Context: an optimization exercise on an open-source flow, tuned for small area. The choices shown serve that exercise and are no tape-out recipe. Only simulation tests tie the RTL to the original design; equivalence was not proved. Power is estimated from default activity; no workload was simulated.

## design/flow/design.v

```verilog
module fetch_btb #(
  parameter int ENTRIES = 16
) (
  input  logic        clk,
  input  logic        rst_n,
  input  logic [63:0] lookup_pc,
  output logic        taken,
  output logic [63:0] target,
  input  logic        upd,
  input  logic [63:0] upd_pc,
  input  logic [63:0] upd_target,
  input  logic        upd_taken
);
  localparam int IDX = $clog2(ENTRIES);
  localparam logic [1:0] CTR_WEAK_NT = 2'b01;
  localparam logic [1:0] CTR_WEAK_T = 2'b10;
  logic        mem_valid  [ENTRIES];
  logic [63:0] mem_tag    [ENTRIES];
  logic [63:0] mem_target [ENTRIES];
  logic [1:0]  mem_ctr    [ENTRIES];
  logic        rd_valid, ur_valid;
  logic [63:0] rd_tag, rd_target, ur_tag, ur_target;
  logic [1:0]  rd_ctr, ur_ctr, ur_ctr_next;
  logic [IDX-1:0] li, ui;
  logic hit, u_hit;
  always_comb begin
    li = lookup_pc[3 +: IDX];
    ui = upd_pc[3 +: IDX];
    rd_valid = mem_valid[li];
    rd_tag = mem_tag[li];
    rd_target = mem_target[li];
    rd_ctr = mem_ctr[li];
    ur_valid = mem_valid[ui];
    ur_tag = mem_tag[ui];
    ur_target = mem_target[ui];
    ur_ctr = mem_ctr[ui];
    hit = rd_valid && rd_tag == lookup_pc >> (3 + IDX);
    u_hit = ur_valid && ur_tag == upd_pc >> (3 + IDX);
    taken = hit && rd_ctr[1];
    target = rd_target;
    ur_ctr_next = upd_taken ? (ur_ctr == 2'b11 ? ur_ctr : ur_ctr + 2'd1)
                            : (ur_ctr == 2'b00 ? ur_ctr : ur_ctr - 2'd1);
  end
  always_ff @(posedge clk or negedge rst_n) begin
    if (!rst_n) begin
      for (int i = 0; i < ENTRIES; i++) begin
        mem_valid[i] <= 1'b0;
        mem_tag[i] <= '0;
        mem_target[i] <= '0;
        mem_ctr[i] <= CTR_WEAK_NT;
      end
    end else if (upd && u_hit) begin
      mem_valid[ui] <= 1'b1;
      mem_tag[ui] <= ur_tag;
      mem_target[ui] <= upd_taken ? upd_target : ur_target;
      mem_ctr[ui] <= ur_ctr_next;
    end else if (upd && upd_taken) begin
      mem_valid[ui] <= 1'b1;
      mem_tag[ui] <= upd_pc >> (3 + IDX);
      mem_target[ui] <= upd_target;
      mem_ctr[ui] <= CTR_WEAK_T;
    end
  end
endmodule
module fetch
#(
  parameter logic [63:0] RESET_VECTOR = 64'h0,
  parameter int BTB_ENTRIES = 16,
  parameter int FIFO_DEPTH = 2
) (
  input  logic        clk,
  input  logic        rst_n,
  input  logic        stall_in,
  input  logic        flush_in,
  input  logic [63:0] redirect_pc_in,
  input  logic        btb_update_in,
  input  logic [63:0] btb_update_pc_in,
  input  logic [63:0] btb_update_target_in,
  input  logic        btb_update_taken_in,
  output logic        imem_req_valid_out,
  input  logic        imem_req_ready_in,
  output logic [63:0] imem_addr_out,
  input  logic        imem_resp_valid_in,
  input  logic [63:0] imem_resp_data_in,
  output logic        valid_out,
  output logic        bubble_out,
  output logic [63:0] pc_out,
  output logic [63:0] instr_out,
  output logic        branch_predicted_taken_out
);
  localparam int PW = $clog2(FIFO_DEPTH);
  logic [63:0] fetch_pc, pend_pc, btb_target;
  logic pend_pred, outstanding, drop, btb_taken, req_fire, push, pop;
  logic [PW-1:0] rd_ptr, wr_ptr;
  logic [PW:0] count;
  localparam logic [63:0] NOP_INSTR = 64'h0000_0000_0000_0013;
  logic [63:0] fifo_pc    [FIFO_DEPTH];
  logic [63:0] fifo_instr [FIFO_DEPTH];
  logic        fifo_pred  [FIFO_DEPTH];
  logic [63:0] head_pc, head_instr;
  logic        head_pred;
  fetch_btb #(.ENTRIES(BTB_ENTRIES)) u_btb (
    .clk       (clk),
    .rst_n     (rst_n),
    .lookup_pc (fetch_pc),
    .taken     (btb_taken),
    .target    (btb_target),
    .upd       (btb_update_in),
    .upd_pc    (btb_update_pc_in),
    .upd_target(btb_update_target_in),
    .upd_taken (btb_update_taken_in)
  );
  always_comb begin
    pop = !stall_in && count != '0;
    imem_req_valid_out = rst_n && !flush_in && (!outstanding || imem_resp_valid_in) &&
      (count - (PW+1)'(pop) + (PW+1)'(outstanding) < (PW+1)'(FIFO_DEPTH));
    imem_addr_out = fetch_pc;
    req_fire = imem_req_valid_out && imem_req_ready_in;
    push = imem_resp_valid_in && outstanding && !drop && !flush_in;
    head_pc = fifo_pc[rd_ptr];
    head_instr = fifo_instr[rd_ptr];
    head_pred = fifo_pred[rd_ptr];
    bubble_out = !valid_out;
  end
  always_ff @(posedge clk or negedge rst_n) begin
    if (!rst_n) begin
      fetch_pc <= RESET_VECTOR;
      outstanding <= 1'b0;
      drop <= 1'b0;
      pend_pc <= '0;
      pend_pred <= 1'b0;
      rd_ptr <= '0;
      wr_ptr <= '0;
      count <= '0;
      valid_out <= 1'b0;
      pc_out <= '0;
      instr_out <= NOP_INSTR;
      branch_predicted_taken_out <= 1'b0;
    end else if (flush_in) begin
      fetch_pc <= redirect_pc_in & ~64'h7;
      outstanding <= outstanding && !imem_resp_valid_in;
      drop <= outstanding && !imem_resp_valid_in;
      rd_ptr <= '0;
      wr_ptr <= '0;
      count <= '0;
      valid_out <= 1'b0;
      instr_out <= NOP_INSTR;
      branch_predicted_taken_out <= 1'b0;
    end else begin
      if (imem_resp_valid_in && outstanding) begin
        outstanding <= 1'b0;
        drop <= 1'b0;
      end
      if (req_fire) begin
        outstanding <= 1'b1;
        pend_pc <= fetch_pc;
        pend_pred <= btb_taken;
        fetch_pc <= btb_taken ? btb_target & ~64'h7 : fetch_pc + 64'd8;
      end
      if (push) wr_ptr <= wr_ptr + 1'b1;
      if (pop) rd_ptr <= rd_ptr + 1'b1;
      count <= count + (PW+1)'(push) - (PW+1)'(pop);
      if (!stall_in) begin
        valid_out <= pop;
        pc_out <= pop ? head_pc : pc_out;
        instr_out <= pop ? head_instr : NOP_INSTR;
        branch_predicted_taken_out <= pop && head_pred;
      end
    end
  end
  always_ff @(posedge clk) begin
    if (push) begin
      fifo_pc[wr_ptr] <= pend_pc;
      fifo_instr[wr_ptr] <= imem_resp_data_in;
      fifo_pred[wr_ptr] <= pend_pred;
    end
  end
endmodule
```

## design/flow/constraint.sdc

```tcl
create_clock -name core_clock -period 7.5 [get_ports {clk}]
set_input_delay 1.5000 -clock core_clock [delete_from_list [all_inputs] [get_ports {clk}]]
set_output_delay 1.5000 -clock core_clock [all_outputs]
set_load 0.01 [all_outputs]
```

## design/flow/config.mk

```make
export PLATFORM = sky130hd
export DESIGN_NAME = fetch
export DESIGN_NICKNAME = fetch
export VERILOG_FILES = /design/flow/design.v
export SDC_FILE = /design/flow/constraint.sdc
export NUM_CORES = 4
export LEC_CHECK = 0
export CAP_MARGIN = 20
export CORE_MARGIN = 2
export CORE_UTILIZATION = 30
export SLEW_MARGIN = 20
```

## design/flow/run.sh

```bash
#!/bin/bash
# synth_recipe.tcl (not shown) runs the flow's synth.tcl, then flattens the netlist and writes it again
# the make line also repeats each setting of config.mk as NAME=value (left out here)
make -C /OpenROAD-flow-scripts/flow DESIGN_CONFIG=/design/flow/config.mk WORK_HOME=/design/flow/orfs CLKGATE_MAP_FILE= SYNTH_SCRIPT=/design/flow/synth_recipe.tcl finish
```

==> results.sh <==
export IMPL_outcome="no timing/DRC/antenna violations"
export IMPL_postLayoutCoreUtil_pct=36.08
export IMPL_gp_congestion=1.050
export IMPL_crit_type="flip-flop to flip-flop"
export IMPL_rrSetupSlack_ps=880
export IMPL_path_depth=17
export IMPL_p_leak_nw=63.36
export IMPL_r2r_end="fetch_pc[37]$_DFFE_PN0P_"
export IMPL_ys_warn_count=6
export IMPL_synth_cell_types=98
export IMPL_ant_nets=0
export IMPL_ir_drop_v=0.0001842
export IMPL_wl_met3_um=88550
export IMPL_cp_data_required_time_ps=8300
export IMPL_dp_final_hpwl_um=416000
export IMPL_ys_seq_area_share_pct=50.97
export IMPL_ys_seq_elements=2556
export IMPL_cpPeakStageDelay_ps=840
export IMPL_cp_common_cell="buf_4"
export IMPL_via_per_inst=6.336
export IMPL_netlist_area_leader_share_pct=44.67
export IMPL_htree_levels=5
export IMPL_cp_slowest_cell="a211oi_1"
export IMPL_fin_crit_ps=6620
export IMPL_worst_slack_ps=879.7
export IMPL_root_buffer="clkbuf_16"
export IMPL_wl_met2_um=260000
export IMPL_hp_class="input pin to asynchronous set/reset pin"
export IMPL_coreArea_mm2=0.4243
export IMPL_syn_to_final_growth_pct=19.60
export IMPL_synth_common_cells="dfrtp_1, mux2_2, mux2_1, a22oi_1, clkbuf_1"
export IMPL_maxCapViolCount=0
export IMPL_async_reset_ff_share_pct=90.14
export IMPL_cts_tree="yes"
export IMPL_drtIter0Drc=18760
export IMPL_cts_sinks=2556
export IMPL_synthCells=10550
export IMPL_routedLengthMet1_um=231400
export IMPL_synth_xor_area_share_pct=0.9306
export IMPL_cts_made_buffers=285
export IMPL_cp_buffers_inverters=5
export IMPL_synth_compound_area_share_pct=15.42
export IMPL_yosys_area_share_adder_pct=0.06647
export IMPL_setup_viol=0
export IMPL_antenna_found_initial=107
export IMPL_rsz0062_at_grt="no"
export IMPL_drc=0
export IMPL_grt_pass1_vias=102300
export IMPL_synth_simple_gate_area_share_pct=6.269
export IMPL_wl_per_cell_um=37.35
export IMPL_wl_um=635400
export IMPL_layout_drive_gt1_share_pct=24.01
export IMPL_path_clk_slew_ps=60
export IMPL_synth_area_mm2=0.1280
export IMPL_nets=11340
export IMPL_numPortBuffers=444
export IMPL_top_layer_used="met5"
export IMPL_start_util_pct=30.17
export IMPL_ys_flop_type="dfrtp_1"
export IMPL_cts_setup_buffers=0
export IMPL_fin_skew_ps=99.53
export IMPL_die_x_um=657.2
export IMPL_drv_slew=0
export IMPL_cp_cell_sequence="inv_1 > ha_4 > or3_2 > buf_4 > nand3_1 > a211oi_1 > a211oi_1 > nor4_1 > nand3_1 > nor4_1 > buf_4 > nand4_1 > nor4_2 > buf_4 > buf_4 > mux2i_1 > o221ai_1"
export IMPL_grt_pass1_wl_um=868500
export IMPL_cellPowerDensity_mw_per_mm2=295.3
export IMPL_min_period_over_period_pct=88.27
export IMPL_synth_top_family_by_area="multiplexers"
export IMPL_setup_tns_ps=0
export IMPL_ios=460
export IMPL_cts_buffer_depth=4
export IMPL_ys_top_cells_by_area="dfrtp_1, mux2_2, mux2_1"
export IMPL_synth_area_leader_cell="dfrtp_1"
export IMPL_r2r_cells=17
export IMPL_dieArea_mm2=0.4319
export IMPL_arrival_ps=7420
export IMPL_hold_viol=0
export IMPL_synthMuxAreaShare_pct=21.61
export IMPL_synth_avg_cell_area_um2=12.13
export IMPL_routed_via_count=107800
export IMPL_start_kind="flip-flop"
export IMPL_synth_most_common_cell="dfrtp_1"
export IMPL_critical_path_top_delay_family="simple AND/OR/NAND/NOR gates"
export IMPL_grt_overflow_total=0
export IMPL_worst_path_max_fanout=21
export IMPL_max_slew_margin_pct=13.15
export IMPL_critPathCaptureType="flip-flop"
export IMPL_die_h_um=657.2
export IMPL_track_usage_pct=28.35
export IMPL_fmax_ghz=0.1511
export IMPL_dr_pass1_iters=13
export IMPL_cts_resized_gates=0
export IMPL_cts_hold_buf=0
export IMPL_synth_edf_count=252
export IMPL_grt_start_max_net_pins=158
export IMPL_place_ws_ps=583.9
export IMPL_rr_startpoint="fetch_pc[4]$_DFFE_PN0P_"
export IMPL_worst_slew_pin_slew_ps=1299
export IMPL_num_rows=239
export IMPL_insertion_delay_ps=980
worst max-delay path by stage:
stage | from | to | slack, ps
after global routing | fetch_pc[4]$_DFFE_PN0P_ | fetch_pc[37]$_DFFE_PN0P_ | 920
after CTS | fetch_pc[3]$_DFFE_PN0P_ | fetch_pc[37]$_DFFE_PN0P_ | 1280
after detailed placement | btb_update_pc_in[4] | u_btb.mem_target[2][14]$_DFFE_PN0P_ | 580
after floorplan | flush_in | fifo_instr[0][0]$_DFFE_PP_ | 1050
after global placement | btb_update_pc_in[4] | u_btb.mem_target[11][36]$_DFFE_PN0P_ | 640
final | fetch_pc[4]$_DFFE_PN0P_ | fetch_pc[37]$_DFFE_PN0P_ | 880
cells by family (layout without fill, tap and decap cells):
group,Yosys count,count (layout)
mux,2447,2447
fa+ha+maj,7,7
xor+xnor,136,136
other cells,1,73
compound gates,2683,2683
buf+inv,1158,1884
flops,2556,2556
simple gates,1564,1564
cell type report:
type / count / area, um2
clock inverters: 82 / 1146
inverters: 118 / 446.7
clock buffers: 423 / 8398
flip-flops and latches: 2556 / 65260
multi-input cells: 6843 / 57340
diodes: 67 / 167.7
fillers: 41250 / 271200
repair buffers: 1261 / 13250
well taps: 5663 / 7086
power by group:
group          leakage (nW)  internal [mW]  total (mW)  switching (mW)
registers              31.7           16.6        19.1            2.51
clock network          4.68           8.45        14.7            6.23
logic                  26.9           4.41        11.4            7.01
flip-flops by register name, summed over array words and instances (netlist names), 2 cells and up:
register and cells:
u_btb.mem_tag 1024, u_btb.mem_target 976, count 2, instr_out 64, fifo_pred 2, u_btb.mem_ctr 32, fifo_pc 122, pend_pc 61
pc_out 61, u_btb.mem_valid 16, fetch_pc 61, fifo_instr 128
metrics by stage:
| stage | power [mW] | cell area [um2] | hold WS, ps | std cells |
|---|---|---|---|---|
| 2_1_floorplan | 23.90 | 128000 | 436.6 | 10560 |
| 6_report | 45.21 | 153100 | 411.6 | 17010 |
| 3_5_place_dp | 29.98 | 143300 | 452.5 | 16440 |
| 5_1_grt | 46.29 | 153000 | 421.7 | 16970 |
| 4_1_cts | 44.52 | 152800 | 409.8 | 16940 |
| 3_3_place_gp | 29.79 | 143300 | 442.2 | 16440 |
cells in the final DEF, fill, tap and decap left out, types with 329 or more instances in the layout:
cell	synthesis	layout
mux2_2	1136	1136
a22o_1	329	329
clkdlybuf4s50_1	0	438
a221oi_1	336	336
a22oi_1	641	641
dfrtp_1	2285	2282
buf_4	96	605
mux2_1	739	739
mux2i_1	425	425
nand2_1	450	448
o21ai_0	342	338
per-layer routing:
metal / vias to the layer above / global-route usage [%]
met5: - / 0
met4: 68 / 20.16
met3: 2566 / 11.69
met2: 8877 / 40.01
met1: 54980 / 34.76
li1: 41310 / -

-- separate check: timing with driven ports --
Ports are ideal in the flow. The routed layout listed here was re-timed in OpenROAD. Step 1 sets driving cells, clkbuf_16 on the clock port and buf_2 on the other inputs (assumed; they add their load-dependent delay and slew). Step 2 also shifts input and output timing later by t, the mid clock arrival at the registers, as if the neighbouring blocks saw the same clock. a / b / c = no drivers / after step 1 / after step 2; a / b = the first two.
t, ns: 1.057
slack for setup (ns): 0.880 / 0.880 / 0.135
hold slack, ns: 0.412 / 0.375 / 0.443
slew at the worst register clock pin (ns): 0.07 / 0.07
After both steps setup and hold are still met in this run. For this run, drivers alone change the setup slack by 0.000 ns; drivers and shift together by -0.745 ns.
